This is an optimization exercise on Yosys and OpenROAD, whose aim is small area and a short achievable clock period, not a production implementation. At most, simulation tests tie the RTL to the original design; equivalence was not proved. Function not checked in runs 1 to 4: the RTL went through the layout flow alone. Power figures rest on the tool's default switching activity, not on a simulated workload.

<file path="flow/design.v">
package cmd_pkg;
  typedef enum logic [2:0] {
    op_set_mode   = 3'd0,
    op_set_period = 3'd1,
    op_set_duty   = 3'd2,
    op_sample     = 3'd3,
    op_reset_time = 3'd4
  } cmd_op_e;
  typedef struct packed {
    logic [31:0] exec_time;
    logic [3:0]  pin;
    cmd_op_e     op;
    logic [15:0] value;
  } cmd_t;
  typedef struct packed {
    logic        en;
    logic [3:0]  pin;
    cmd_op_e     op;
    logic [15:0] value;
  } cmd_bus_t;
endpackage
package pin_pkg;
  typedef enum logic [1:0] {
    mode_low  = 2'd0,
    mode_high = 2'd1,
    mode_pwm  = 2'd2
  } pin_mode_e;
  typedef struct packed {
    logic [11:0] stamp;
    logic [2:0]  pin;
    logic        level;
  } sample_t;
endpackage
`timescale 1ns/1ns
module cmd_fifo #(
  parameter int DEPTH = 16,
  parameter int WIDTH = 16
) (
  input  logic             sys_clk,
  input  logic             global_clock_reset,
  input  logic             push,
  input  logic [WIDTH-1:0] din,
  input  logic             pop,
  output logic [WIDTH-1:0] dout,
  output logic             valid,
  output logic             full
);
  localparam int AW = $clog2(DEPTH);
  logic [WIDTH-1:0] mem [DEPTH];
  logic [AW-1:0]    wr_ptr;
  logic [DEPTH-1:0] rd_oh;
  logic [AW:0]      count;
  logic             do_push;
  logic             do_pop;
  logic [AW:0]      count_inc;
  logic [AW:0]      count_dec;
  logic [AW:0]      count_pop;
  logic [AW:0]      count_nopop;
  for (genvar i = 0; i <= AW; i++) begin : g_cnt
    if (i == 0) begin : g_lsb
      assign count_inc[i] = !count[i];
      assign count_dec[i] = !count[i];
    end else begin : g_bit
      assign count_inc[i] = count[i] ^ (&count[i-1:0]);
      assign count_dec[i] = count[i] ^ !(|count[i-1:0]);
    end
  end
  assign full    = count[AW];
  assign valid   = (count != '0);
  assign do_push = push && !full;
  assign do_pop  = pop && valid;
  assign count_nopop = do_push ? count_inc : count;
  assign count_pop   = do_push ? (valid ? count : count_inc) : (valid ? count_dec : count);
  always_comb begin
    dout = '0;
    for (int k = 0; k < DEPTH; k++) begin
      dout = dout | (mem[k] & {WIDTH{rd_oh[k]}});
    end
  end
  always_ff @(posedge sys_clk) begin
    if (do_push) mem[wr_ptr] <= din;
  end
  always_ff @(posedge sys_clk) begin
    if (global_clock_reset) begin
      wr_ptr <= '0;
      rd_oh  <= DEPTH'(1);
      count  <= '0;
    end else begin
      if (do_push) wr_ptr <= wr_ptr + 1'b1;
      if (do_pop)  rd_oh <= {rd_oh[DEPTH-2:0], rd_oh[DEPTH-1]};
      count <= pop ? count_pop : count_nopop;
    end
  end
endmodule
`timescale 1ns/1ns
module host_bus
(
  input  logic        sys_clk,
  input  logic        global_clock_reset,
  input  logic        host_cs,
  input  logic        host_wr,
  input  logic [7:0]  host_addr,
  input  logic [15:0] host_wdata,
  output logic [15:0] host_rdata,
  output logic        cmd_push,
  output logic [52:0] cmd,
  input  logic        cmd_full,
  input  logic        cmd_empty,
  input  logic        sample_valid,
  input  logic [15:0] sample,
  input  logic        sample_overflow,
  output logic        sample_pop
);
  logic [15:0] time_lo;
  logic [15:0] time_hi;
  logic [3:0]  pin_q;
  logic [2:0]  op_q;
  logic [15:0] value_q;
  logic        cmd_overflow;
  logic        wr_access;
  logic        rd_access;
  logic        pd;
  logic [1:0]  kind;
  assign wr_access = host_cs && host_wr;
  assign rd_access = host_cs && !host_wr;
  assign pd   = (op_q == 3'd1 || op_q == 3'd2) && !pin_q[3];
  assign kind = (op_q == 3'd0 && !pin_q[3]) ? 2'd1 :
                (op_q == 3'd3) ? 2'd2 :
                (op_q == 3'd4) ? 2'd3 : 2'd0;
  assign cmd = {time_hi, time_lo, pd, op_q[1], pin_q[2:0], value_q[15:4],
                pd ? value_q[3:2] : kind, value_q[1:0]};
  assign sample_pop = rd_access && (host_addr == 8'd9) && sample_valid;
  always_ff @(posedge sys_clk) begin
    if (wr_access) begin
      case (host_addr)
        8'd0: time_lo <= host_wdata;
        8'd1: time_hi <= host_wdata;
        8'd2:     pin_q   <= host_wdata[3:0];
        8'd3:  op_q    <= host_wdata[2:0];
        8'd4:   value_q <= host_wdata;
        default: ;
      endcase
    end
  end
  always_ff @(posedge sys_clk) begin
    if (global_clock_reset) begin
      cmd_push     <= 1'b0;
      cmd_overflow <= 1'b0;
    end else begin
      cmd_push <= wr_access && (host_addr == 8'd5);
      if (cmd_push && cmd_full) cmd_overflow <= 1'b1;
    end
  end
  always_ff @(posedge sys_clk) begin
    case (host_addr)
      8'd0: host_rdata <= time_lo;
      8'd1: host_rdata <= time_hi;
      8'd2:     host_rdata <= {12'd0, pin_q};
      8'd3:  host_rdata <= {13'd0, op_q};
      8'd4:   host_rdata <= value_q;
      8'd8:
        host_rdata <= {11'd0, sample_overflow, sample_valid, cmd_overflow, cmd_full, cmd_empty};
      8'd9:  host_rdata <= sample_valid ? sample : 16'd0;
      default:              host_rdata <= 16'd0;
    endcase
  end
endmodule
`timescale 1ns/1ns
module scheduler
(
  input  logic        sys_clk,
  input  logic        global_clock_reset,
  input  logic        cmd_push,
  input  logic [52:0] cmd_in,
  output logic        cmd_full,
  output logic        cmd_empty,
  output logic [7:0]  bus_hit,       
  output logic        bus_period,
  output logic        bus_duty,
  output logic        bus_mode,
  output logic        bus_sample,
  output logic [2:0]  bus_pin,
  output logic [15:0] bus_value,
  output logic [2:0]  head_pin,
  output logic        bus_value_z,   
  output logic [11:0] stamp          
);
  localparam int MD = 14;
  logic [52:0]   mem [MD];
  logic [52:0]   head0;
  logic [52:0]   head1;
  logic [52:0]   mem_rd;
  logic [MD-1:0] rd_oh;
  logic [MD-1:0] wr_oh;
  logic [4:0]    count;
  logic [31:0]   time_p1;            
  logic          due;
  logic          n0, n1, n2, nge2, nge3;
  logic          push_ok;
  logic          is_rst;
  logic          h_pd;
  logic [1:0]    h_kind;
  logic          ge_din, z_din, ge_h1, z_h1, eq_h0;
  logic          due_n;
  logic [4:0]    count_n;
  logic [4:0]    count_inc;
  logic [4:0]    count_dec;
  for (genvar i = 0; i < 5; i++) begin : g_cnt
    if (i == 0) begin : g_lsb
      assign count_inc[i] = !count[i];
      assign count_dec[i] = !count[i];
    end else begin : g_bit
      assign count_inc[i] = count[i] ^ (&count[i-1:0]);
      assign count_dec[i] = count[i] ^ !(|count[i-1:0]);
    end
  end
  assign cmd_full  = count[4];
  assign cmd_empty = n0;
  assign push_ok   = cmd_push && !count[4];
  assign h_pd   = head0[20];
  assign h_kind = head0[3:2];
  assign is_rst = !h_pd && (h_kind == 2'd3);
  always_comb begin
    mem_rd = '0;
    for (int k = 0; k < MD; k++) begin
      mem_rd = mem_rd | (mem[k] & {53{rd_oh[k]}});
    end
  end
  assign ge_din = (time_p1 >= cmd_in[52:21]);
  assign z_din  = (cmd_in[52:21] == 32'd0);
  assign ge_h1  = (time_p1 >= head1[52:21]);
  assign z_h1   = (head1[52:21] == 32'd0);
  assign eq_h0  = (time_p1 == head0[52:21]);
  always_comb begin
    if (due) begin
      if (n1) due_n = push_ok && (is_rst ? z_din : ge_din);
      else    due_n = is_rst ? z_h1 : ge_h1;
    end else begin
      if (n0) due_n = push_ok && ge_din;
      else    due_n = eq_h0;
    end
  end
  always_comb begin
    case ({push_ok, due})
      2'b10:   count_n = count_inc;
      2'b01:   count_n = count_dec;
      default: count_n = count;
    endcase
  end
  always_ff @(posedge sys_clk) begin
    for (int k = 0; k < MD; k++) begin
      if (push_ok && nge2 && wr_oh[k]) mem[k] <= cmd_in;
    end
  end
  always_ff @(posedge sys_clk) begin
    head0 <= due ? (n1 ? cmd_in : head1) : (n0 ? cmd_in : head0);
    head1 <= due ? (nge3 ? mem_rd : cmd_in) : (nge2 ? head1 : cmd_in);
  end
  always_ff @(posedge sys_clk) begin
    if (global_clock_reset) begin
      count   <= '0;
      n0      <= 1'b1;
      n1      <= 1'b0;
      n2      <= 1'b0;
      nge2    <= 1'b0;
      nge3    <= 1'b0;
      rd_oh   <= MD'(1);
      wr_oh   <= MD'(1);
      due     <= 1'b0;
      time_p1 <= 32'd1;
    end else begin
      count   <= count_n;
      n0      <= (count_n == 5'd0);
      n1      <= (count_n == 5'd1);
      n2      <= (count_n == 5'd2);
      nge2    <= (count_n >= 5'd2);
      nge3    <= (count_n >= 5'd3);
      if (push_ok && nge2) wr_oh <= {wr_oh[MD-2:0], wr_oh[MD-1]};
      if (due && (nge3 || (n2 && push_ok))) rd_oh <= {rd_oh[MD-2:0], rd_oh[MD-1]};
      due     <= due_n;
      time_p1 <= (due && is_rst) ? 32'd1 : time_p1 + 32'd1;
    end
  end
  assign stamp = time_p1[11:0] - 12'd1;
  assign head_pin = head0[18:16];
  always_ff @(posedge sys_clk) begin
    if (global_clock_reset) begin
      bus_hit    <= '0;
      bus_sample <= 1'b0;
    end else begin
      for (int i = 0; i < 8; i++) begin
        bus_hit[i] <= due && (h_pd || h_kind == 2'd1) && (head0[18:16] == 3'(i));
      end
      bus_sample <= due && !h_pd && (h_kind == 2'd2);
    end
  end
  always_ff @(posedge sys_clk) begin
    bus_period <= h_pd && !head0[19];
    bus_duty   <= h_pd && head0[19];
    bus_mode   <= !h_pd;
    bus_pin    <= head0[18:16];
    bus_value  <= head0[15:0];
    bus_value_z <= (head0[15:0] == 16'd0);
  end
endmodule
`timescale 1ns/1ns
module pin_control
(
  input  logic        sys_clk,
  input  logic        global_clock_reset,
  input  logic        hit,
  input  logic        bus_period,
  input  logic        bus_duty,
  input  logic        bus_mode,
  input  logic [15:0] bus_value,
  input  logic [15:0] per1_d,        
  input  logic [15:0] duty_d,        
  input  logic        value_nz,      
  input  logic        lt_set,        
  output logic [15:0] cnt1_n,        
  output logic        pin
);
  logic        is_high;
  logic        is_pwm;
  logic [15:0] per1;
  logic [15:0] duty;
  logic        set_mode;
  logic        set_period;
  logic        set_duty;
  logic        high_n;
  logic        pwm_n;
  logic        step;
  logic [15:0] cnt1;
  logic        lt_n;
  logic        nz_n;
  assign set_period = hit && bus_period;
  assign set_duty   = hit && bus_duty;
  assign set_mode   = hit && bus_mode;
  assign high_n = set_mode ? (bus_value[1:0] == 2'd1) : is_high;
  assign pwm_n  = set_mode ? (bus_value[1:0] == 2'd2) : is_pwm;
  assign step   = is_pwm && (cnt1 != per1) && !set_period;
  assign lt_n   = set_duty ? lt_set : (pin && (cnt1 != duty));
  assign nz_n   = set_duty ? value_nz : (duty != 16'd0);
  always_ff @(posedge sys_clk) begin
    if (global_clock_reset || set_period) per1 <= per1_d;
    if (global_clock_reset || set_duty) duty <= duty_d;
  end
  assign cnt1_n = step ? cnt1 + 16'd1 : 16'd1;
  always_ff @(posedge sys_clk) begin
    if (global_clock_reset) begin
      is_high <= 1'b0;
      is_pwm  <= 1'b0;
      cnt1    <= 16'd1;
      pin     <= 1'b0;
    end else begin
      is_high <= high_n;
      is_pwm  <= pwm_n;
      cnt1 <= cnt1_n;
      pin  <= high_n || (pwm_n && (step ? lt_n : nz_n));
    end
  end
endmodule
`timescale 1ns/1ns
module sample_collector
(
  input  logic                         sys_clk,
  input  logic                         global_clock_reset,
  input  logic                         bus_sample,
  input  logic [2:0]                   bus_pin,
  input  logic [8-1:0]  pins,
  input  logic [11:0]                  stamp,
  input  logic                         sample_pop,
  output logic [15:0]                  sample,
  output logic                         sample_valid,
  output logic                         sample_overflow
);
  logic fifo_full;
  cmd_fifo #(
    .DEPTH (16),
    .WIDTH (16)
  ) i_sample_fifo (
    .sys_clk            (sys_clk),
    .global_clock_reset (global_clock_reset),
    .push               (bus_sample),
    .din                ({stamp, bus_pin, pins[bus_pin]}),
    .pop                (sample_pop),
    .dout               (sample),
    .valid              (sample_valid),
    .full               (fifo_full)
  );
  always_ff @(posedge sys_clk) begin
    if (global_clock_reset) begin
      sample_overflow <= 1'b0;
    end else if (bus_sample && fifo_full) begin
      sample_overflow <= 1'b1;
    end
  end
endmodule
`timescale 1ns/1ns
module mecobo_core
(
  input  logic                        sys_clk,
  input  logic                        global_clock_reset,
  input  logic                        host_cs,
  input  logic                        host_wr,
  input  logic [7:0]                  host_addr,
  input  logic [15:0]                 host_wdata,
  output logic [15:0]                 host_rdata,
  output logic [8-1:0] pins
);
  logic [52:0] cmd_in;
  logic        cmd_push;
  logic        cmd_full;
  logic        cmd_empty;
  logic [7:0]  bus_hit;
  logic        bus_period;
  logic        bus_duty;
  logic        bus_mode;
  logic        bus_sample;
  logic [2:0]  bus_pin;
  logic [15:0] bus_value;
  logic        bus_value_z;
  logic [15:0] value_p1;
  logic [15:0] per1_d;
  logic [15:0] duty_d;
  logic        value_nz;
  logic [11:0] stamp;
  logic [15:0] cnt1_n [8];
  logic [2:0]  head_pin;
  logic [15:0] cnt1_hd;
  logic        lt_set;
  logic [15:0] sample;
  logic        sample_valid;
  logic        sample_pop;
  logic        sample_overflow;
  host_bus i_host_bus (
    .sys_clk            (sys_clk),
    .global_clock_reset (global_clock_reset),
    .host_cs            (host_cs),
    .host_wr            (host_wr),
    .host_addr          (host_addr),
    .host_wdata         (host_wdata),
    .host_rdata         (host_rdata),
    .cmd_push           (cmd_push),
    .cmd                (cmd_in),
    .cmd_full           (cmd_full),
    .cmd_empty          (cmd_empty),
    .sample_valid       (sample_valid),
    .sample             (sample),
    .sample_overflow    (sample_overflow),
    .sample_pop         (sample_pop)
  );
  scheduler i_scheduler (
    .sys_clk            (sys_clk),
    .global_clock_reset (global_clock_reset),
    .cmd_push           (cmd_push),
    .cmd_in             (cmd_in),
    .cmd_full           (cmd_full),
    .cmd_empty          (cmd_empty),
    .bus_hit            (bus_hit),
    .bus_period         (bus_period),
    .bus_duty           (bus_duty),
    .bus_mode           (bus_mode),
    .bus_sample         (bus_sample),
    .bus_pin            (bus_pin),
    .bus_value          (bus_value),
    .bus_value_z        (bus_value_z),
    .stamp              (stamp),
    .head_pin           (head_pin)
  );
  assign value_nz = !bus_value_z;
  assign value_p1 = {bus_value[15:1], bus_value[0] || !value_nz};
  assign per1_d   = global_clock_reset ? 16'd1 : value_p1;
  assign duty_d   = global_clock_reset ? 16'd0 : bus_value;
  always_ff @(posedge sys_clk) begin
    cnt1_hd <= cnt1_n[head_pin];
  end
  assign lt_set = (cnt1_hd < bus_value);
  for (genvar i = 0; i < 8; i++) begin : g_pin
    pin_control i_pin_control (
      .sys_clk            (sys_clk),
      .global_clock_reset (global_clock_reset),
      .hit                (bus_hit[i]),
      .bus_period         (bus_period),
      .bus_duty           (bus_duty),
      .bus_mode           (bus_mode),
      .bus_value          (bus_value),
      .per1_d             (per1_d),
      .duty_d             (duty_d),
      .value_nz           (value_nz),
      .lt_set             (lt_set),
      .cnt1_n             (cnt1_n[i]),
      .pin                (pins[i])
    );
  end
  sample_collector i_sample_collector (
    .sys_clk            (sys_clk),
    .global_clock_reset (global_clock_reset),
    .bus_sample         (bus_sample),
    .bus_pin            (bus_pin),
    .pins               (pins),
    .stamp              (stamp),
    .sample_pop         (sample_pop),
    .sample             (sample),
    .sample_valid       (sample_valid),
    .sample_overflow    (sample_overflow)
  );
endmodule
</file>
<file path="flow/run.sh">
#!/bin/bash
# synth_recipe.tcl (not shown) runs the flow's synth.tcl, then flattens the netlist and writes it again
# the make line also repeats each setting of config.mk as NAME=value (left out here)
make -C /OpenROAD-flow-scripts/flow DESIGN_CONFIG=/design/flow/config.mk WORK_HOME=/design/flow/orfs CLKGATE_MAP_FILE= SYNTH_SCRIPT=/design/flow/synth_recipe.tcl finish
</file>
<file path="flow/config.mk">
export PLATFORM = sky130hd
export DESIGN_NAME = mecobo_core
export DESIGN_NICKNAME = mecobo_core
export VERILOG_FILES = /design/flow/design.v
export SDC_FILE = /design/flow/constraint.sdc
export NUM_CORES = 4
export LEC_CHECK = 0
export ABC_AREA = 1
export CAP_MARGIN = 20
export CORE_MARGIN = 2
export CORE_UTILIZATION = 55
export CTS_BUF_LIST = sky130_fd_sc_hd__clkbuf_16
export CTS_CLUSTER_DIAMETER = 60
export CTS_CLUSTER_SIZE = 30
export PLACE_DENSITY = 0.7
export SETUP_SLACK_MARGIN = 3.4
export SLEW_MARGIN = 20
</file>
<file path="flow/constraint.sdc">
create_clock -name core_clock -period 6.0 [get_ports {sys_clk}]
set_input_delay 1.2000 -clock core_clock [delete_from_list [all_inputs] [get_ports {sys_clk}]]
set_output_delay 1.2000 -clock core_clock [all_outputs]
set_load 0.01 [all_outputs]
</file>
==> results.cfg, run 1 <==
[status]
outcome = finished clean

[power]
power_density_mw_per_mm2 = 280
power_leakage_nw = 28.0
ir_drop_mv = 0.354

[synthesis]
synth_edf_count = 1415
yosysTopAreaCellShare_pct = 59.4
synthTopCellsByArea = edfxtp_1, dfxtp_1, nand2_1
seq_area_frac_synth_pct = 68.2
yosysWarnings = 8
ys.flop_type = edfxtp_1
synth_nets = 6244
synth_top_area_cell = edfxtp_1
async_flop_share_pct = 0
synth_cell_type_count = 61
synthesis.area_mm2 = 0.0715
synth_seq_cells = 1730
syn_inst = 6117
syn_avg_cell_area_um2 = 11.7

[floorplanning]
fp.dieH_um = 365
dieArea_mm2 = 0.133
die_x_um = 365
core_mm2 = 0.129
rows = 132
start_util_pct = 55.3
io_pins = 52

[timing]
rsz0062_at_grt = yes
slew_viol_final = 0
fin_tns_setup_ps = 0
hold_viol_final = 0
worst_slack_ps = 3320
relSlewSlack_pct = 14.6
setup_viol = 0
clock_skew_ps = 69.5
fmax_mhz = 373
worst_pin_slew_ps = 1270
period_needed_ps = 2680
period_share_pct = 44.7
holdWs_ps = 380

[clocking]
h-tree-depth = 3
cts_inserted_buffers = 119
clockBufferDepth = 3
cts_sinks = 1730
clk_latency_ps = 820
clk_pin_slew_ps = 100
tritoncts = yes
cts_root_buf = clkbuf_16

[hold_path]
min_to = i_scheduler.bus_value[12]
min_path_cells = 0
worstHoldStart = i_scheduler.head0[12]
holdCritPathClass = flip-flop to flip-flop

[finish]
nets = 6313
drive_gt1_share_pct = 10.3
mostFrequentLayoutCell = edfxtp_1
final_cell_mix = edfxtp_1, nand2_1, nor2_1
syn_to_final_growth_pct = 11.1

[global_routing]
grt_max_degree = 95
first_global_vias = 46380
grt_pass1_wl_um = 311000
antenna_found_initial = 7
overflow = 0
grt.total_usage_pct = 32.4

[worst_setup_path]
cp_top_family = buffers and inverters
rr_endpoint = i_scheduler.head1[32]
slowest_delay_ps = 640
timing.rr.start = i_scheduler.due
cp-end-kind = flip-flop
path_buf_inv = 3
crit_arrival_ps = 3170
path_max_fanout = 34
crit_chain = nand2_1 > buf_4 > clkinv_4 > clkbuf_16 > a31oi_1
crit_type = flip-flop to flip-flop
critPathSlowestCell = a31oi_1
crit_required_ps = 6490
worst_r2r_path_depth = 5
reg2reg_slack_ps = 3320
startpoint_type = flip-flop

[detailed_routing]
vias_per_cell = 6.18
antenna_left = 0
dr.pass1.iters = 8
vias = 49684
routed_wl_um = 217000
drc_errors = 0
drtIter0Drc = 7047
routedWlPerCell_um = 27.1

[placement]
hpwl_um = 134000
finalWeightedCongestion = 0.967
pre_cts_slack_ps = 2040
io_buffers = 51

[flow_run]
drv_cap = 0
cell usage after synthesis (35+ instances only):
library cell,instances
a21oi_1,209
ha_1,99
buf_2,47
nand2_1,1258
a221oi_1,171
a22o_1,155
nor2_1,511
nor4_1,67
dfxtp_1,315
xnor2_1,96
or2_2,46
inv_1,461
a41oi_1,41
o21ai_0,141
buf_1,35
nor3_1,192
edfxtp_1,1415
nand4_1,190
nand3_1,184
xor2_1,145
clkbuf_1,157
metal layers:
metal / track usage (%) / wire (um)
met1: 45.8 / 85700
met2: 50.0 / 98100
met3: 6.55 / 25000
met4: 11.6 / 8640
met5: 0 / 13
worst register-to-register path, delay by kind of cell, from the launching register on:
family                 cells  cell delay (ps)
buffers and inverters      3             1210
AND/OR/NAND/NOR            1              100
flip-flops                 1              410
AO/OA/AOI/OAI              1              660
stage by stage:
step / power, mW / cell area, um^2 / utilization, % / cells
floorplan: 13.5 / 71700 / - / 6117
global placement: 13.6 / 74100 / 57.3 / 7735
detailed placement: 13.6 / 74100 / 57.3 / 7737
CTS: 22.3 / 79000 / 61.1 / 8001
global route: 22.7 / 79400 / 61.4 / 8031
finish: 22.2 / 79400 / 61.4 / 8033
kinds of logic after synthesis:
logic type	count (synthesis)	synth area share [%]
and+or+nand+nor	2514	15.3
DFF	1730	68.2
AOI/OAI and AO/OA	785	7.65
adders and majority gates	99	1.73
xor gates and xnor gates	241	2.95
muxes	2	0.0297
buffers and inverters	746	4.08
area by class of cell:
cell class,instances,area (um^2)
Sequential cell,1730,48900
Multi-Input combinational cell,3643,20300
Antenna cell,2,5.00
Inverter,487,1920
Clock inverter,103,1240
Timing Repair Buffer,194,1770
Clock buffer,121,3030
Fill cell,10034,49900
Tap cell,1742,2180
Timing Repair inverter,11,80.1
registers in the layout, indices dropped and copies added (netlist names), 32 cells and up:
name,flops
i_scheduler.head0,53
i_scheduler.time_p1,32
i_scheduler.head1,53
g_pin.i_pin_control.per1,128
g_pin.i_pin_control.cnt1,128
i_scheduler.mem,742
i_sample_collector.i_sample_fifo.mem,256
g_pin.i_pin_control.duty,128
report_power, final:
| group | switching (mW) | internal [mW] | leakage, nW |
|---|---|---|---|
| Sequential | 0.0578 | 13.0 | 15.8 |
| Combinational | 0.249 | 0.113 | 10.1 |
| Clock | 4.70 | 4.16 | 2.08 |
| Total | 5.01 | 17.2 | 28.0 |
worst max-delay path by stage:
stage                                       from                             end  slack, ps  depth (start not counted)
after floorplan               global_clock_reset  g_pin[0].i_pin_control.duty[0]       3410                          6
after global placement              host_addr[7]          i_host_bus.value_q[12]       2110                          6
after detailed placement            host_addr[7]           i_host_bus.value_q[9]       2040                          6
after CTS                           host_addr[7]          i_host_bus.time_lo[13]       3400                          8
after global routing      i_host_bus.time_hi[13]                 i_scheduler.due       3220                         12
final                            i_scheduler.due           i_scheduler.head1[32]       3320                          5
what timing repair did:
action / 4_1_cts / 5_1_grt
endpoints found under the hold margin: 0 / 0
pin swaps: 3 / 5
resized for setup: 193 / 36
hold buffers: 0 / 0
buffers inserted: 29 / 27
cloned: 11 / 3
endpoints found under the setup margin: 1106 / 429
==> run 2, diff against run 1 <==
--- a/flow/config.mk
+++ b/flow/config.mk
@@ -5,7 +5,6 @@
 export SDC_FILE = /design/flow/constraint.sdc
 export NUM_CORES = 4
 export LEC_CHECK = 0
-export ABC_AREA = 1
 export CAP_MARGIN = 20
 export CORE_MARGIN = 2
 export CORE_UTILIZATION = 55
@@ -13,5 +12,5 @@
 export CTS_CLUSTER_DIAMETER = 60
 export CTS_CLUSTER_SIZE = 30
 export PLACE_DENSITY = 0.7
-export SETUP_SLACK_MARGIN = 3.4
+export SETUP_SLACK_MARGIN = 3.6
 export SLEW_MARGIN = 20
==> results.cfg, run 2 <==
[hold_path]
holdCritPathClass = flip-flop to flip-flop

[placement]
finalWeightedCongestion = 1.01
pre_cts_slack_ps = 1830
hpwl_um = 121000
io_buffers = 51
post_dp_cell_area_mm2 = 0.0710

[synthesis]
synthesis.area_mm2 = 0.0684
synth_top_area_cell = edfxtp_1
ys.flop_type = edfxtp_1
synthMostInstantiatedCell = edfxtp_1
synth_nets = 5004
synth_cell_type_count = 73
seq_area_frac_synth_pct = 71.3
yosysTopAreaCellShare_pct = 62.1
synth_seq_cells = 1730
synth_commonest_cells = edfxtp_1, xor2_1, nand2_1
synth_edf_count = 1415
synthTopCellsByArea = edfxtp_1, dfxtp_1, xor2_1
async_flop_share_pct = 0
syn_avg_cell_area_um2 = 14.0
syn_inst = 4877
yosysWarnings = 8

[detailed_routing]
routedWlPerCell_um = 29.8
dr.pass1.iters = 8
drtIter0Drc = 6683
vias_per_cell = 6.55
routed_wl_um = 200000
vias = 44161
antenna_left = 0
drc_errors = 0

[clocking]
clk_pin_slew_ps = 100
cts_sinks = 1730
cts_root_buf = clkbuf_16
tritoncts = yes
cts_inserted_buffers = 116
clk_latency_ps = 780
postCtsHoldBufs = 0
clockBufferDepth = 3
h-tree-depth = 3

[timing]
holdWs_ps = 381
period_needed_ps = 2670
hold_viol_final = 0
worst_pin_slew_ps = 1080
clock_skew_ps = 47.5
slew_viol_final = 0
fmax_mhz = 375
worst_slack_ps = 3330
rsz0062_at_grt = yes
period_share_pct = 44.5
fin_tns_setup_ps = 0
setup_viol = 0
relSlewSlack_pct = 27.9

[floorplanning]
rows = 129
start_util_pct = 55.4
fp.dieH_um = 357
io_pins = 52
core_mm2 = 0.124
die_x_um = 357
dieArea_mm2 = 0.127

[finish]
nets = 5117
mostFrequentLayoutCell = edfxtp_1
final_cell_mix = edfxtp_1, xor2_1, nand2_1
largest_register = i_scheduler.mem
fin_area_mm2 = 0.0775
syn_to_final_growth_pct = 13.2
drive_gt1_share_pct = 16.1
largest_reg_flops = 742
reg_top3 = i_scheduler.mem x742, i_sample_collector.i_sample_fifo.mem x256

[worst_setup_path]
crit_required_ps = 6610
cp_top_family = simple AND/OR/NAND/NOR gates
cp-end-kind = flip-flop
crit_arrival_ps = 3280
slowest_delay_ps = 580
path_buf_inv = 3
critPathSlowestCell = or4_4
startpoint_type = input port
path_max_fanout = 6
crit_type = input port to flip-flop
crit_chain = buf_6 > or4_4 > or4_4 > or3b_4 > buf_4 > buf_6 > nand2_2 > a21oi_2

[power]
power_density_mw_per_mm2 = 286
power_leakage_nw = 27.0
p_total_mw = 22.1
ir_drop_mv = 0.305

[global_routing]
first_global_vias = 41375
grt_pass1_wl_um = 286000
grt_max_degree = 73
overflow = 0
grt.total_usage_pct = 31.1
antenna_found_initial = 9

[status]
outcome = finished clean

[flow_run]
drv_cap = 0
## run 2: cell types whose count changed after synthesis, sizes merged, moves of 56 or more
cell / previous run / this run
nor3: 202 / 76
o21ai: 146 / 69
nor2b: 0 / 59
nand4: 190 / 84
a21oi: 209 / 136
nor2: 521 / 296
inv: 486 / 132
a22o: 155 / 84
nor4: 68 / 129
and3: 0 / 56
a22oi: 1 / 312
xor2: 145 / 375
nand2: 1266 / 343
## run 2: cell type report
class | count | area (um^2)
Sequential cell | 1730 | 49000
Tap cell | 1637 | 2050
Timing Repair inverter | 4 | 27.5
Fill cell | 8925 | 46200
Clock buffer | 121 | 3030
Timing Repair Buffer | 258 | 2360
Clock inverter | 101 | 1220
Multi-Input combinational cell | 2748 | 19200
Antenna cell | 6 | 15.0
Inverter | 132 | 554
## run 2: repair_timing
item	CTS	global route
pin swaps	49	48
endpoints found under the setup margin	1025	719
setup buffers	82	26
resized for setup	391	141
gates cloned	6	0
## run 2: report_power, final
group | internal, mW | switching, mW
Combinational | 0.0961 | 0.218
Sequential | 13.0 | 0.0595
Clock | 4.18 | 4.62
Total | 17.2 | 4.90
## run 2: cell families (layout without fill, tap and decap cells)
logic type | Yosys count | after routing | synth area share, %
muxes | 16 | 16 | 0.272
xor gates and xnor gates | 448 | 448 | 5.73
other | 0 | 6 | 0
DFF | 1730 | 1730 | 71.3
adders and majority gates | 99 | 99 | 1.81
and+or+nand+nor | 1306 | 1308 | 9.33
AOI/OAI and AO/OA | 877 | 877 | 9.28
buffers and inverters | 401 | 616 | 2.28
## run 2: path summary, 6_finish.rpt
check,from,end,slack [ps],depth (start not counted)
hold / removal,i_scheduler.head0[14],i_scheduler.bus_value[14],380,0
hold reg to reg,i_scheduler.head0[14],i_scheduler.bus_value[14],380,0
setup / recovery,host_addr[5],i_sample_collector.i_sample_fifo.rd_oh[5],3330,8
setup reg to reg,i_sample_collector.i_sample_fifo.count[1],i_sample_collector.i_sample_fifo.rd_oh[5],3390,10
## run 2: worst reg2reg max path, stage by stage, from the launching register on
cell     delay, ps
dfxtp_2        350
inv_1           50
ha_2           180
nor3b_1        140
ha_2           240
or4_4          600
or3b_4         480
buf_4          170
buf_6          130
nand2_2         70
a21oi_2         50
## run 2: metal layers
| layer | vias up | global-route usage, % | share of wire [%] |
|---|---|---|---|
| met2 | 2949 | 47.4 | 45 |
| li1 | 18779 | - | - |
| met3 | 408 | 7.21 | 13 |
| met1 | 22021 | 44.8 | 39 |
| met5 | - | 0 | 0.013 |
| met4 | 4 | 9.31 | 3.0 |
## run 2: stage by stage
| stage | cells | util, % |
|---|---|---|
| 6_report | 6737 | 62.7 |
| 5_1_grt | 6732 | 62.7 |
| 4_1_cts | 6705 | 62.1 |
| 3_5_place_dp | 6395 | 57.4 |
| 3_3_place_gp | 6393 | 57.4 |
| 2_1_floorplan | 4877 | - |
==> run 3, diff against run 2 <==
--- a/flow/config.mk
+++ b/flow/config.mk
@@ -9,8 +9,8 @@
 export CORE_MARGIN = 2
 export CORE_UTILIZATION = 55
 export CTS_BUF_LIST = sky130_fd_sc_hd__clkbuf_16
-export CTS_CLUSTER_DIAMETER = 60
+export CTS_CLUSTER_DIAMETER = 80
 export CTS_CLUSTER_SIZE = 30
 export PLACE_DENSITY = 0.7
-export SETUP_SLACK_MARGIN = 3.6
+export SETUP_SLACK_MARGIN = 3.4
 export SLEW_MARGIN = 20
==> results.cfg, run 3 <==
[status]
outcome = finished clean

[global_routing]
grt.total_usage_pct = 30.8
grt_max_degree = 64
first_global_vias = 40445
overflow = 0
grt_pass1_wl_um = 284000
antenna_found_initial = 9

[finish]
final_cell_mix = edfxtp_1, xor2_1, a22oi_1
reg_top3 = i_scheduler.mem x742, i_sample_collector.i_sample_fifo.mem x256
largest_register = i_scheduler.mem
syn_to_final_growth_pct = 9.17
final_cells = 6615
nets = 5050
largest_reg_flops = 742
drive_gt1_share_pct = 11.7
mostFrequentLayoutCell = edfxtp_1

[power]
p_int_mw = 15.5
swShare_pct = 20.6
combPwrFrac_pct = 1.6
power_frac_clock_pct = 31.7
p_seq_share_pct = 66.7
power_leakage_nw = 25.9
p_sw_mw = 4.02
power_density_mw_per_mm2 = 261
ir_drop_mv = 0.324

[worst_setup_path]
timing.rr.start = i_sample_collector.i_sample_fifo.count[0]
worst_r2r_path_depth = 9
crit_arrival_ps = 3220
crit_type = input port to flip-flop
startpoint_type = input port
crit_chain = buf_6 > or4_4 > buf_6 > buf_6 > buf_6 > nor3_4 > nor3b_4 > and3_4 > clkbuf_16
rr_endpoint = i_sample_collector.i_sample_fifo.count[1]
critPathSlowestCell = or4_4
cp_common_cell = buf_6
cp-end-kind = flip-flop
path_max_fanout = 6
critical_path_depth = 9
cp_top_family = simple AND/OR/NAND/NOR gates
critPathCapture = i_host_bus.time_lo[11]
crit_required_ps = 6440
path_buf_inv = 5
crit_start = host_addr[7]
slowest_delay_ps = 610
reg2reg_slack_ps = 3330

[floorplanning]
die_x_um = 357
rows = 129
start_util_pct = 55.4
fp.dieH_um = 357
core_mm2 = 0.124
dieArea_mm2 = 0.127
io_pins = 52

[synthesis]
seq_area_frac_synth_pct = 71.3
yosysTopAreaCellShare_pct = 62.1
synth_edf_count = 1415
synth_top_area_cell = edfxtp_1
ys.flop_type = edfxtp_1
syn_avg_cell_area_um2 = 14.0
yosysWarnings = 8
synth_seq_cells = 1730
synthesis.area_mm2 = 0.0684
synth_commonest_cells = edfxtp_1, xor2_1, nand2_1
synthTopCellsByArea = edfxtp_1, dfxtp_1, xor2_1
synth_cell_type_count = 73
async_flop_share_pct = 0
syn_inst = 4877
synthMostInstantiatedCell = edfxtp_1
synth_nets = 5004

[placement]
hpwl_um = 120000
dpl.cell_count = 6387
finalWeightedCongestion = 0.972
io_buffers = 51

[timing]
setup_viol = 0
slew_viol_final = 0
fin_tns_setup_ps = 0
period_share_pct = 46.3
relSlewSlack_pct = 20.0
hold_viol_final = 0
clock_skew_ps = 63.4
fmax_mhz = 360
period_needed_ps = 2780
worst_pin_slew_ps = 1200
rsz0062_at_grt = yes

[detailed_routing]
dr.pass1.iters = 7
vias_per_cell = 6.58
routed_wl_um = 199000
vias = 43534
drc_errors = 0
drtIter0Drc = 6737
antenna_left = 0
routedWlPerCell_um = 30.1

[clocking]
cts_inserted_buffers = 73
clockBufferDepth = 3
cts_sinks = 1730
tritoncts = yes
clk_pin_slew_ps = 110
cts_root_buf = clkbuf_16
postCtsHoldBufs = 0
clk_latency_ps = 720
h-tree-depth = 3

[flow_run]
drv_cap = 0

[hold_path]
holdCritPathClass = flip-flop to flip-flop
## run 3: cell types whose count changed in the layout (fill, tap and decap cells not counted), sizes merged, moves of 9 or more
cell | previous run | this run
inv | 172 | 155
clkinv | 37 | 16
clkdlybuf4s15 | 2 | 11
clkbuf | 124 | 79
buf | 233 | 191
## run 3: stage by stage
stage / total power [mW] / util [%] / setup slack (ps) / cell area, um^2 / hold slack (ps)
after floorplan: 13.5 / - / 2740 / 68600 / 346
after CTS: 19.5 / 59.9 / 3160 / 74100 / 393
after global routing: 20.0 / 60.4 / 3210 / 74700 / 412
after global placement: 13.6 / 57.3 / 1880 / 70900 / 353
after detailed placement: 13.6 / 57.3 / 1810 / 70900 / 359
final: 19.5 / 60.4 / 3220 / 74700 / 392
## run 3: routing by layer
layer,global-route usage (%),routed length [um],vias to the layer above
met5,0,43,-
met4,8.27,6090,6
met3,7.86,26400,389
met2,46.6,88400,2800
met1,44.7,78000,21804
li1,-,-,18535
## run 3: timing repair
item	CTS	global route
cloned	11	1
buffers inserted	64	21
resized for setup	198	139
endpoints found under the setup margin	693	435
pin swaps	24	46
## run 3: kinds of logic after synthesis
| kind of cell | count (synthesis) | synth area share, % |
|---|---|---|
| AOI/OAI and AO/OA | 877 | 9.28 |
| xor gates and xnor gates | 448 | 5.73 |
| adders and majority gates | 99 | 1.81 |
| buffers and inverters | 401 | 2.28 |
| DFF | 1730 | 71.3 |
| muxes | 16 | 0.272 |
| and+or+nand+nor | 1306 | 9.33 |
## run 3: area by class of cell
class	count	area (um^2)
diodes	3	7.51
clock buffers	75	1880
clock inverters	52	424
fillers	9312	48900
inverters	132	557
multi-input cells	2748	18900
flip-flops and latches	1730	48900
well taps	1637	2050
repair buffers	229	1960
repair inverters	9	62.6
## run 3: power groups by stage
stage          registers [mW]  clock network, mW  logic (mW)
2_1_floorplan            13.3                  0       0.170
3_3_place_gp             13.3                  0       0.283
6_report                 13.0               6.18       0.311
5_1_grt                  13.0               6.63       0.334
4_1_cts                  13.0               6.20       0.299
3_5_place_dp             13.3                  0       0.291
## run 3: how the worst min path moves through the flow
stage	startpoint	end	slack [ps]	cells past startpoint
5_1_grt	i_scheduler.head0[9]	i_scheduler.bus_value[9]	410	0
2_1_floorplan	i_scheduler.head0[18]	i_scheduler.bus_pin[2]	350	0
6_report	i_scheduler.head0[11]	i_scheduler.bus_value[11]	390	0
3_3_place_gp	i_scheduler.head0[5]	i_scheduler.bus_value[5]	350	0
3_5_place_dp	i_scheduler.head0[11]	i_scheduler.bus_value[11]	360	0
4_1_cts	i_scheduler.head0[11]	i_scheduler.bus_value[11]	390	0
==> run 4, diff against run 3 <==
--- a/flow/config.mk
+++ b/flow/config.mk
@@ -9,8 +9,10 @@
 export CORE_MARGIN = 2
 export CORE_UTILIZATION = 55
 export CTS_BUF_LIST = sky130_fd_sc_hd__clkbuf_16
-export CTS_CLUSTER_DIAMETER = 80
+export CTS_CLUSTER_DIAMETER = 60
 export CTS_CLUSTER_SIZE = 30
 export PLACE_DENSITY = 0.7
 export SETUP_SLACK_MARGIN = 3.4
 export SLEW_MARGIN = 20
+export SYNTH_HIERARCHICAL = 1
+export SYNTH_MINIMUM_KEEP_SIZE = 0
==> results.cfg, run 4 <==
[status]
outcome = finished clean

[finish]
fin_area_mm2 = 0.0781
drive_gt1_share_pct = 15.8
largest_reg_flops = 742
nets = 5225
largest_register = i_scheduler.mem
final_cell_mix = edfxtp_1, nor2_1, xor2_1
syn_to_final_growth_pct = 10.6
reg_top3 = i_scheduler.mem x742, i_sample_collector.i_sample_fifo.mem x256
mostFrequentLayoutCell = edfxtp_1

[floorplanning]
dieArea_mm2 = 0.131
start_util_pct = 55.4
io_pins = 52
die_x_um = 362
rows = 131
core_mm2 = 0.128
fp.dieH_um = 362

[synthesis]
syn_avg_cell_area_um2 = 14.1
synth_nets = 5133
syn_inst = 5006
synth_edf_count = 1415
synthMostInstantiatedCell = edfxtp_1
yosysWarnings = 14
seq_area_frac_synth_pct = 69.1
synth_commonest_cells = edfxtp_1, nor2_1, xor2_1
synth_cell_type_count = 81
synth_seq_cells = 1730
synthTopCellsByArea = edfxtp_1, dfxtp_1, xor2_1
synth_top_area_cell = edfxtp_1
async_flop_share_pct = 0
ys.flop_type = edfxtp_1
synthesis.area_mm2 = 0.0706
yosysTopAreaCellShare_pct = 60.2

[worst_setup_path]
cp-end-kind = flip-flop
crit_arrival_ps = 3060
startpoint_type = input port
rr_endpoint = i_scheduler.mem[6][35]
crit_type = input port to flip-flop
reg2reg_slack_ps = 3410
path_max_fanout = 16
worst_r2r_path_depth = 5
crit_required_ps = 6450
timing.rr.start = i_host_bus.cmd_push

[timing]
slew_viol_final = 0
fmax_mhz = 384
fin_tns_setup_ps = 0
rsz0062_at_grt = yes
period_share_pct = 43.4
period_needed_ps = 2610
worst_pin_slew_ps = 1170
setup_viol = 0
relSlewSlack_pct = 22.0
clock_skew_ps = 80.8
hold_viol_final = 0

[power]
power_density_mw_per_mm2 = 281
p_int_mw = 17.1
ir_drop_mv = 0.367
power_leakage_nw = 27.0
swShare_pct = 22.1
power_frac_clock_pct = 39.2
combPwrFrac_pct = 1.5
p_seq_share_pct = 59.3
p_sw_mw = 4.86

[clocking]
clockBufferDepth = 3
postCtsHoldBufs = 0
clk_pin_slew_ps = 80
cts_sinks = 1730
h-tree-depth = 3
tritoncts = yes
cts_root_buf = clkbuf_16
cts_inserted_buffers = 111
clk_latency_ps = 790

[detailed_routing]
dr.pass1.iters = 6
drc_errors = 0
drtIter0Drc = 6384
routedWlPerCell_um = 29.1
vias_per_cell = 6.47
vias = 44429
antenna_left = 0
routed_wl_um = 200000

[global_routing]
overflow = 0
antenna_found_initial = 20
grt.total_usage_pct = 29.8
first_global_vias = 41662
grt_max_degree = 86
grt_pass1_wl_um = 285000

[placement]
finalWeightedCongestion = 0.932
io_buffers = 51
post_dp_cell_area_mm2 = 0.0723
hpwl_um = 121000

[hold_path]
min_to = i_scheduler.bus_value[8]
min_path_cells = 0
worstHoldStart = i_scheduler.head0[8]
holdCritPathClass = flip-flop to flip-flop

[flow_run]
drv_cap = 0
run 4: cell types whose count changed after synthesis, sizes merged, moves of 39 or more:
cell | previous run | this run
a22oi | 312 | 247
nor2b | 59 | 16
nand3 | 162 | 122
a22o | 84 | 126
a221oi | 116 | 155
nor3 | 76 | 32
nand2 | 343 | 242
nor2 | 296 | 439
buf | 50 | 192
inv | 132 | 176
o21ai | 69 | 120
clkbuf | 219 | 97
run 4: per-module statistics from Yosys, one instance, submodules excluded, excerpt:
module / flops+latches / cell area, um^2 / copies in the design
host_bus: 73 / 2900 / 1
mecobo_core: 16 / 1910 / 1
pin_control: 51 / 2340 / 8
sample_collector: 1 / 92.6 / 1
scheduler: 951 / 36500 / 1
run 4: layout make-up:
| cell class | count | area, um^2 |
|---|---|---|
| Tap cell | 1662 | 2080 |
| Clock inverter | 98 | 1270 |
| Multi-Input combinational cell | 2815 | 20000 |
| Timing Repair Buffer | 256 | 2100 |
| Clock buffer | 113 | 2830 |
| Sequential cell | 1730 | 49000 |
| Antenna cell | 7 | 17.5 |
| Timing Repair inverter | 8 | 52.6 |
| Inverter | 176 | 717 |
| Fill cell | 9563 | 49500 |
run 4: worst max-delay path, stage by stage:
cell and delay [ps]:
clkdlybuf4s50_1 450, nor4_4 300, buf_6 180, buf_4 120, nand4_2 290, nor3_4 320, buf_12 190
run 4: cell families after synthesis:
| logic type | share of synthesized area, % |
|---|---|
| xor+xnor | 5.54 |
| compound gates | 9.34 |
| flops | 69.1 |
| buf+inv | 3.56 |
| fa+ha+maj | 1.75 |
| mux | 1.42 |
| simple gates | 9.27 |
run 4: worst max-delay path by stage:
stage                                     from                                   endpoint  slack [ps]  cells past startpoint
after global routing      i_scheduler.rd_oh[9]                      i_scheduler.head1[51]        3320                      7
final                             host_addr[5]                      i_host_bus.value_q[1]        3390                      7
after CTS                      i_scheduler.due                      i_scheduler.head1[17]        3400                      4
after floorplan                   host_addr[6]  i_sample_collector.i_sample_fifo.count[0]        3080                     10
after global placement            host_addr[6]  i_sample_collector.i_sample_fifo.count[3]        1800                      8
after detailed placement          host_addr[6]  i_sample_collector.i_sample_fifo.count[3]        1790                      8
run 4: through the flow:
step | utilization (%) | cells | power, mW | setup slack [ps] | hold WS, ps
after floorplan | - | 5006 | 13.5 | 3080 | 348
after CTS | 60.5 | 6782 | 22.0 | 3400 | 374
after global placement | 56.7 | 6530 | 13.6 | 1800 | 355
after global routing | 61.2 | 6858 | 22.5 | 3320 | 393
final | 61.2 | 6865 | 22.0 | 3390 | 374
after detailed placement | 56.7 | 6530 | 13.6 | 1790 | 356
run 4: routing by layer:
layer  vias to the layer above  wire, um  global-route usage, %
li1                      19145         -                      -
met1                     22214     78600                   42.7
met2                      2632     90400                   45.9
met3                       424     23500                   5.33
met4                        14      7470                   10.7
met5                         -        89                      0
run 4: repair_timing:
action                                  CTS  global route
endpoints found under the setup margin  831           310
gates cloned                              8             4
pin swaps                                14            16
setup buffers                            33            72
resized for setup                       260            95
run 4: power by group through the flow:
stage	Sequential [mW]	Clock, mW	Combinational (mW)
after floorplan	13.3	0	0.180
after detailed placement	13.3	0	0.308
final	13.0	8.62	0.332
after CTS	13.0	8.67	0.317
after global routing	13.0	9.07	0.356
after global placement	13.3	0	0.301
==> run 5, diff against run 4 <==
--- a/flow/design.v
+++ b/flow/design.v
@@ -347,15 +347,16 @@
   end
   assign cnt1_n = step ? cnt1 + 16'd1 : 16'd1;
   always_ff @(posedge sys_clk) begin
+    cnt1 <= cnt1_n;
+  end
+  always_ff @(posedge sys_clk) begin
     if (global_clock_reset) begin
       is_high <= 1'b0;
       is_pwm  <= 1'b0;
-      cnt1    <= 16'd1;
       pin     <= 1'b0;
     end else begin
       is_high <= high_n;
       is_pwm  <= pwm_n;
-      cnt1 <= cnt1_n;
       pin  <= high_n || (pwm_n && (step ? lt_n : nz_n));
     end
   end
==> results.cfg, run 5 <==
[timing]
fmax_mhz = 382
period_needed_ps = 2620
period_share_pct = 43.6
worst_slack_ps = 3380
hold_viol_final = 0
fin_tns_setup_ps = 0
setup_viol = 0
rsz0062_at_grt = yes
worst_pin_slew_ps = 1190
slew_viol_final = 0
clock_skew_ps = 76.5
relSlewSlack_pct = 20.8

[finish]
final_util_pct = 61.5
drive_gt1_share_pct = 14.5
reg_top3 = i_scheduler.mem x742, i_sample_collector.i_sample_fifo.mem x256
syn_to_final_growth_pct = 11.0
mostFrequentLayoutCell = edfxtp_1
final_cell_mix = edfxtp_1, xor2_1, nor2_1
num-fill-cells = 9281
largest_reg_flops = 742
nets = 5054
largest_register = i_scheduler.mem
fin_area_mm2 = 0.0772

[clocking]
clk_latency_ps = 790
clk_pin_slew_ps = 80
cts_sinks = 1730
tritoncts = yes
clockBufferDepth = 3
h-tree-depth = 3
cts_root_buf = clkbuf_16
postCtsHoldBufs = 0
cts_inserted_buffers = 115

[floorplanning]
die_x_um = 360
dieArea_mm2 = 0.129
io_pins = 52
fp.dieH_um = 360
rows = 130
core_mm2 = 0.126
start_util_pct = 55.4

[hold_path]
worstHoldStart = i_scheduler.head0[11]
holdCritPathClass = flip-flop to flip-flop

[synthesis]
async_flop_share_pct = 0
synthesis.area_mm2 = 0.0696
synth_commonest_cells = edfxtp_1, xor2_1, dfxtp_1
synth_cell_type_count = 77
ys.flop_type = edfxtp_1
syn_avg_cell_area_um2 = 14.4
yosysWarnings = 14
yosysTopAreaCellShare_pct = 61.1
synthTopCellsByArea = edfxtp_1, dfxtp_1, xor2_1
seq_area_frac_synth_pct = 70.1
synth_top_area_cell = edfxtp_1
synth_nets = 4965
synth_edf_count = 1415
synth_seq_cells = 1730
synthMostInstantiatedCell = edfxtp_1
syn_inst = 4838

[global_routing]
grt_pass1_wl_um = 288000
antenna_found_initial = 13
first_global_vias = 41186
grt.total_usage_pct = 30.6
overflow = 0
grt_max_degree = 76

[placement]
io_buffers = 51
hpwl_um = 121000
finalWeightedCongestion = 0.935
pre_cts_slack_ps = 1820
post_dp_cell_area_mm2 = 0.0717

[worst_setup_path]
crit_arrival_ps = 3050
cp_common_cell = buf_12
slowest_delay_ps = 440
path_max_fanout = 16
crit_chain = clkdlybuf4s50_1 > buf_12 > buf_4 > inv_1 > nand4_2 > nor3_4 > buf_12
crit_required_ps = 6430
timing.rr.start = i_scheduler.rd_oh[12]
startpoint_type = input port
cp-end-kind = flip-flop
crit_type = input port to flip-flop
reg2reg_slack_ps = 3390
path_buf_inv = 5
crit_start = host_addr[0]
critPathSlowestCell = clkdlybuf4s50_1
cp_top_family = buffers and inverters

[power]
p_int_mw = 17.2
p_total_mw = 22.2
power_leakage_nw = 26.9
power_density_mw_per_mm2 = 287
power_frac_clock_pct = 39.8
ir_drop_mv = 0.297
swShare_pct = 22.6
p_seq_share_pct = 58.7
p_sw_mw = 5.01
combPwrFrac_pct = 1.5

[detailed_routing]
vias = 43483
routedWlPerCell_um = 30.1
drc_errors = 0
drtIter0Drc = 6198
antenna_left = 0
vias_per_cell = 6.51
routed_wl_um = 201000
dr.pass1.iters = 6

[status]
outcome = finished clean

[flow_run]
drv_cap = 0
==> run 5: cell types whose count changed after synthesis, sizes merged, moves of 24 or more <==
cell,delta
nor2,-128
inv,-40
xnor2,+24
xor2,-24
==> run 5: final timing paths <==
check,to,cells after the start
max,i_host_bus.value_q[2],7
min,i_scheduler.bus_value[11],0
max reg2reg,i_scheduler.head1[42],6
min reg2reg,i_scheduler.bus_value[11],0
==> run 5: final cells by class <==
| cell class | count | area, um^2 | area share (%) |
|---|---|---|---|
| clock buffers | 117 | 2930 | 3.79 |
| flip-flops and latches | 1730 | 48900 | 63.4 |
| clock inverters | 103 | 1300 | 1.69 |
| repair inverters | 5 | 35.0 | 0.0454 |
| well taps | 1650 | 2060 | 2.67 |
| inverters | 136 | 563 | 0.729 |
| diodes | 3 | 7.51 | 0.00972 |
| repair buffers | 250 | 2130 | 2.76 |
| multi-input cells | 2689 | 19300 | 24.9 |
==> run 5: power by group through the flow <==
| stage | logic [mW] | clock network [mW] | registers (mW) |
|---|---|---|---|
| finish | 0.324 | 8.84 | 13.0 |
| global route | 0.348 | 9.33 | 13.0 |
| global placement | 0.296 | 0 | 13.3 |
| CTS | 0.311 | 8.88 | 13.0 |
| detailed placement | 0.303 | 0 | 13.3 |
| floorplan | 0.178 | 0 | 13.3 |
==> run 5: per-stage QoR <==
step | hold slack (ps) | std cells
3_5_place_dp | 364 | 6358
6_report | 382 | 6683
5_1_grt | 390 | 6680
2_1_floorplan | 348 | 4838
3_3_place_gp | 366 | 6358
4_1_cts | 381 | 6635
==> run 5: routing by layer <==
metal,global-route usage (%),wire length (um),vias up
met5,0,51,-
met4,9.72,6950,8
met3,6.73,24100,359
met2,47.0,91500,2699
met1,43.6,78900,21755
li1,-,-,18662
==> run 5: cells by family after synthesis <==
kind of cell / after synthesis / synth area share (%)
mux: 89 / 1.55
flops: 1730 / 70.1
fa+ha+maj: 99 / 1.78
compound gates: 867 / 9.40
buf+inv: 425 / 2.93
xor+xnor: 446 / 5.62
simple gates: 1182 / 8.58
==> run 5: repair_timing <==
action / 4_1_cts / 5_1_grt
pin swaps: 16 / 15
gates resized for setup: 229 / 90
buffers inserted: 49 / 41
setup endpoints to repair: 827 / 538
gates cloned: 8 / 4
==> run 5: Yosys stat by module (local to each module, per instance), excerpt <==
module            flip-flops and latches  cells  copies in the design
host_bus                              73    195                     1
mecobo_core                           16    243                     1
pin_control                           51    182                     8
sample_collector                       1      6                     1
scheduler                            951   2348                     1
==> run 6, diff against run 5 <==
--- a/flow/config.mk
+++ b/flow/config.mk
@@ -16,3 +16,4 @@
 export SLEW_MARGIN = 20
 export SYNTH_HIERARCHICAL = 1
 export SYNTH_MINIMUM_KEEP_SIZE = 0
+export TNS_END_PERCENT = 20
==> results.cfg, run 6 <==
[finish]
reg_top3 = i_scheduler.mem x742, i_sample_collector.i_sample_fifo.mem x256
largest_reg_flops = 742
nets = 4964
final_util_pct = 60.8
num-fill-cells = 9291
mostFrequentLayoutCell = edfxtp_1
register_area_mm2 = 0.0489
largest_register = i_scheduler.mem
drive_gt1_share_pct = 11.2
multi_input_area_mm2 = 0.0191
syn_to_final_growth_pct = 9.74
final_cell_mix = edfxtp_1, xor2_1, nor2_1

[floorplanning]
start_util_pct = 55.4
rows = 130
dieArea_mm2 = 0.129
io_pins = 52
fp.dieH_um = 360
core_mm2 = 0.126
die_x_um = 360

[synthesis]
synth_edf_count = 1415
yosysTopAreaCellShare_pct = 61.1
synth_cell_type_count = 77
synth_top_area_cell = edfxtp_1
yosysWarnings = 14
synthMostInstantiatedCell = edfxtp_1
synth_seq_cells = 1730
synth_nets = 4965
synthTopCellsByArea = edfxtp_1, dfxtp_1, xor2_1
syn_avg_cell_area_um2 = 14.4
seq_area_frac_synth_pct = 70.1
synth_commonest_cells = edfxtp_1, xor2_1, dfxtp_1
synthesis.area_mm2 = 0.0696
syn_inst = 4838
ys.flop_type = edfxtp_1
async_flop_share_pct = 0

[power]
ir_drop_mv = 0.299
p_seq_share_pct = 58.5
p_sw_mw = 4.97
p_total_mw = 22.3
power_frac_clock_pct = 40.1
power_leakage_nw = 26.5
power_density_mw_per_mm2 = 292
swShare_pct = 22.3
p_int_mw = 17.3
combPwrFrac_pct = 1.4

[timing]
holdWs_ps = 380
clock_skew_ps = 51.5
worst_pin_slew_ps = 1180
period_needed_ps = 2960
relSlewSlack_pct = 21.3
period_share_pct = 49.4
worst_slack_ps = 3040
rsz0062_at_grt = yes
hold_viol_final = 0
fmax_mhz = 337
slew_viol_final = 0
setup_viol = 0
fin_tns_setup_ps = 0

[worst_setup_path]
path_max_fanout = 1
timing.rr.start = i_scheduler.rd_oh[5]
startpoint_type = flip-flop
cp_top_family = buffers and inverters
slowest_delay_ps = 670
crit_type = flip-flop to output pin
crit_arrival_ps = 1760
crit_start = i_host_bus.host_rdata[14]
path_buf_inv = 1
cp-end-kind = output pin
crit_chain = clkdlybuf4s50_1
critPathSlowestCell = clkdlybuf4s50_1
crit_required_ps = 4800

[hold_path]
worstHoldStart = i_scheduler.head0[4]
holdCritPathClass = flip-flop to flip-flop

[detailed_routing]
dr.pass1.iters = 5
routed_wl_um = 193000
routedWlPerCell_um = 29.2
antenna_left = 0
drc_errors = 0
vias_per_cell = 6.45
vias = 42507
drtIter0Drc = 6151

[clocking]
clk_latency_ps = 780
cts_inserted_buffers = 114
postCtsHoldBufs = 0
h-tree-depth = 3
clockBufferDepth = 3
tritoncts = yes
cts_sinks = 1730
cts_root_buf = clkbuf_16
clk_pin_slew_ps = 90

[global_routing]
grt_max_degree = 65
antenna_found_initial = 16
first_global_vias = 40414
grt.total_usage_pct = 29.3
grt_pass1_wl_um = 278000
overflow = 0

[flow_run]
drv_cap = 0

[placement]
pre_cts_slack_ps = 1800
io_buffers = 51
finalWeightedCongestion = 0.918
hpwl_um = 120000

[status]
outcome = finished clean
==> run 6: Yosys stat by module, one instance, submodules excluded, a selection <==
module,times used,flops+latches
scheduler,1,951
mecobo_core,1,16
pin_control,8,51
sample_collector,1,1
host_bus,1,73
==> run 6: power by group through the flow <==
stage / combinational, mW / clock [mW] / sequential (mW)
2_1_floorplan: 0.178 / 0 / 13.3
3_3_place_gp: 0.297 / 0 / 13.3
3_5_place_dp: 0.305 / 0 / 13.3
4_1_cts: 0.311 / 9.01 / 13.0
5_1_grt: 0.341 / 9.43 / 13.0
6_report: 0.317 / 8.92 / 13.0
==> run 6: logic make-up after synthesis <==
logic type                 after synthesis  share of synthesized area (%)
buffers and inverters                  425                           2.93
muxes                                   89                           1.55
xor gates and xnor gates               446                           5.62
adders and majority gates               99                           1.78
and+or+nand+nor                       1182                           8.58
AOI/OAI and AO/OA                      867                           9.40
DFF                                   1730                           70.1
==> run 6: area by class of cell <==
type | instances | share of cell area, %
Tap cell | 1650 | 2.70
Sequential cell | 1730 | 64.0
Antenna cell | 3 | 0.00983
Inverter | 136 | 0.726
Timing Repair Buffer | 172 | 1.92
Clock inverter | 100 | 1.77
Multi-Input combinational cell | 2683 | 25.0
Clock buffer | 118 | 3.87
==> run 6: final timing paths <==
kind	cells after the start	slack, ps	end
hold reg to reg	0	380	i_scheduler.bus_value[4]
setup / recovery	1	3040	host_rdata[14]
setup reg to reg	6	3180	i_scheduler.head1[29]
hold / removal	0	380	i_scheduler.bus_value[4]
==> run 6: repair_timing <==
action | 4_1_cts | 5_1_grt
buffers inserted | 17 | 3
endpoints found under the setup margin | 582 | 619
cloned | 0 | 0
gates resized for setup | 141 | 30
pin swaps | 12 | 1
==> run 6: through the flow <==
stage / area (um^2) / std cells
CTS: 76200 / 6586
floorplan: 69600 / 4838
global placement: 71600 / 6350
detailed placement: 71600 / 6351
global route: 76400 / 6589
finish: 76400 / 6592
==> run 6: routing by layer <==
metal	vias up	global-route usage, %	part of all wire, %	routed length [um]
met5	-	0	0.040	77
met4	12	10.5	3.6	6860
met3	365	5.35	11	21200
met2	2317	44.6	45	86500
met1	21340	42.5	41	78100
li1	18473	-	-	-
==> run 7, diff against run 6 <==
--- a/flow/config.mk
+++ b/flow/config.mk
@@ -14,6 +14,4 @@
 export PLACE_DENSITY = 0.7
 export SETUP_SLACK_MARGIN = 3.4
 export SLEW_MARGIN = 20
-export SYNTH_HIERARCHICAL = 1
-export SYNTH_MINIMUM_KEEP_SIZE = 0
 export TNS_END_PERCENT = 20
==> results.cfg, run 7 <==
[timing]
setup_viol = 0
fin_tns_setup_ps = 0
period_needed_ps = 2950
rsz0062_at_grt = yes
fmax_mhz = 339
period_share_pct = 49.1
clock_skew_ps = 45.9
hold_viol_final = 0
worst_pin_slew_ps = 1200
holdWs_ps = 368
relSlewSlack_pct = 19.8
slew_viol_final = 0

[hold_path]
worstHoldStart = i_scheduler.head0[14]
holdCritPathClass = flip-flop to flip-flop
min_to = i_scheduler.bus_value[14]
min_path_cells = 0

[floorplanning]
fp.dieH_um = 357
rows = 129
dieArea_mm2 = 0.128
io_pins = 52
start_util_pct = 55.5
die_x_um = 357
core_mm2 = 0.124

[global_routing]
grt.total_usage_pct = 30.7
overflow = 0
grt.busiest_layer = met2
antenna_found_initial = 5
grt_use_met3_pct = 5.66
met1_usage_pct = 43.5
grt_max_degree = 56
met2_usage_pct = 47.2
first_global_vias = 41052
grt_pass1_wl_um = 283000

[detailed_routing]
drc_errors = 0
antenna_left = 0
vias_per_cell = 6.56
vias = 43928
routed_wl_um = 198000
routedWlPerCell_um = 29.6
drtIter0Drc = 6093
dr.pass1.iters = 9

[synthesis]
async_flop_share_pct = 0
syn_inst = 4873
seq_area_frac_synth_pct = 71.2
yosysWarnings = 8
synthTopCellsByArea = edfxtp_1, dfxtp_1, xor2_1
synth_seq_cells = 1730
synth_commonest_cells = edfxtp_1, xor2_1, nand2_1
synth_edf_count = 1415
synthesis.area_mm2 = 0.0686
yosysTopAreaCellShare_pct = 62.0
synthMostInstantiatedCell = edfxtp_1
synth_nets = 5000
ys.flop_type = edfxtp_1
synth_top_area_cell = edfxtp_1
syn_avg_cell_area_um2 = 14.1
synth_cell_type_count = 76

[placement]
io_buffers = 51
dpl.cell_count = 6372
finalWeightedCongestion = 0.972
hpwl_um = 120000

[worst_setup_path]
startpoint_type = flip-flop
cp-end-kind = output pin
worst_r2r_path_depth = 9
path_buf_inv = 1
path_max_fanout = 1
critPathSlowestCell = clkdlybuf4s50_1
rr_endpoint = i_scheduler.due
crit_chain = clkdlybuf4s50_1
reg2reg_slack_ps = 3150
crit_arrival_ps = 1750
crit_required_ps = 4800
slowest_delay_ps = 580
cp_top_family = buffers and inverters
timing.rr.start = i_host_bus.time_lo[13]
critical_path_depth = 1
crit_type = flip-flop to output pin

[finish]
final_cells = 6695
largest_register = i_scheduler.mem
drive_gt1_share_pct = 11.7
nets = 5072
largest_reg_flops = 742
reg_top3 = i_scheduler.mem x742, i_sample_collector.i_sample_fifo.mem x256
final_cell_mix = edfxtp_1, xor2_1, nand2_1
mostFrequentLayoutCell = edfxtp_1
final_util_pct = 62.1
syn_to_final_growth_pct = 12.1

[clocking]
cts_inserted_buffers = 121
cts_sinks = 1730
clockBufferDepth = 3
clk_pin_slew_ps = 90
postCtsHoldBufs = 0
clk_latency_ps = 770
h-tree-depth = 3
cts_root_buf = clkbuf_16
tritoncts = yes

[flow_run]
drv_cap = 0

[power]
power_density_mw_per_mm2 = 296
ir_drop_mv = 0.365
power_leakage_nw = 27.1

[status]
outcome = finished clean
## run 7: per-layer routing
metal	part of all wire [%]	up-vias
li1	-	18746
met1	39	21936
met2	45	2809
met3	11	429
met4	4.4	8
met5	0.039	-
## run 7: kinds of logic after synthesis
| group | count (synthesis) | synth area share [%] |
|---|---|---|
| xor+xnor | 445 | 5.68 |
| flops | 1730 | 71.2 |
| simple gates | 1289 | 9.14 |
| fa+ha+maj | 99 | 1.81 |
| mux | 20 | 0.385 |
| buf+inv | 420 | 2.42 |
| compound gates | 870 | 9.40 |
## run 7: through the flow
step	total power [mW]	setup WS (ps)	cell area [um^2]
2_1_floorplan	13.4	2880	68700
4_1_cts	22.8	2920	75900
3_5_place_dp	13.6	983	71000
3_3_place_gp	13.6	1130	71000
6_report	22.7	3050	76800
5_1_grt	23.3	3020	76800
## run 7: layout make-up
cell class,count,area [um^2]
Fill cell,9124,46800
Clock inverter,106,1510
Inverter,130,524
Multi-Input combinational cell,2725,18600
Antenna cell,4,10.0
Clock buffer,126,3150
Timing Repair inverter,1,5.00
Tap cell,1637,2050
Timing Repair Buffer,236,2100
Sequential cell,1730,48900
## run 7: worst max-delay path by stage
| stage | from | to | slack [ps] |
|---|---|---|---|
| 5_1_grt | i_host_bus.time_lo[14] | i_scheduler.due | 3020 |
| 6_report | i_host_bus.host_rdata[6] | host_rdata[6] | 3050 |
| 3_5_place_dp | host_addr[0] | i_sample_collector.i_sample_fifo.count[1] | 980 |
| 2_1_floorplan | host_addr[5] | i_host_bus.time_lo[0] | 2880 |
| 3_3_place_gp | host_addr[0] | i_sample_collector.i_sample_fifo.count[3] | 1130 |
| 4_1_cts | i_scheduler.bus_period | cnt1_hd[8] | 2920 |
## run 7: what timing repair did
item	in CTS	in global routing
gates resized for setup	38	119
setup endpoints to repair	907	766
pin swaps	5	23
buffers inserted	10	73
cloned	2	1
## run 7: power by group
group	switching (mW)	internal (mW)	leakage [nW]
clock network	4.83	4.59	2.27
logic	0.215	0.0876	9.03
registers	0.0592	13.0	15.8

## what the ideal ports hide
No port has a modelled driver above. Below, the same layouts with a new extraction and two added sets of constraints. Step 1, drivers: a clkbuf_16 drives sys_clk and a buf_2 each remaining input, both assumed. Step 2 also shifts input and output timing later by t, the mid clock arrival at the registers, as if the neighbouring blocks saw the same clock. Three values: ideal, step 1, step 2; two values: the first two.
run	shift t [ns]	setup slack, ns	clock arrival spread, ns	worst slew at a driven data input, ns	pins driven straight from the clock port
run 1	0.854	3.318 / 3.318 / 2.585	0.076 / 0.076	0.15	1
run 2	0.833	3.330 / 3.347 / 2.514	0.051 / 0.050	0.13	1
run 3	0.772	3.221 / 3.264 / 2.492	0.080 / 0.079	0.12	1
run 4	0.828	3.394 / 3.360 / 2.604	0.086 / 0.086	0.15	1
run 5	0.826	3.383 / 3.354 / 2.604	0.080 / 0.080	0.15	1
run 6	0.824	3.035 / 2.966 / 2.521	0.060 / 0.060	0.15	1
run 7	0.822	3.053 / 2.979 / 2.615	0.051 / 0.051	0.18	1
After both steps every run listed still meets setup and hold. The setup slack of run 2, which loses most, moves by +0.017 ns with the drivers and by -0.816 ns with both steps.
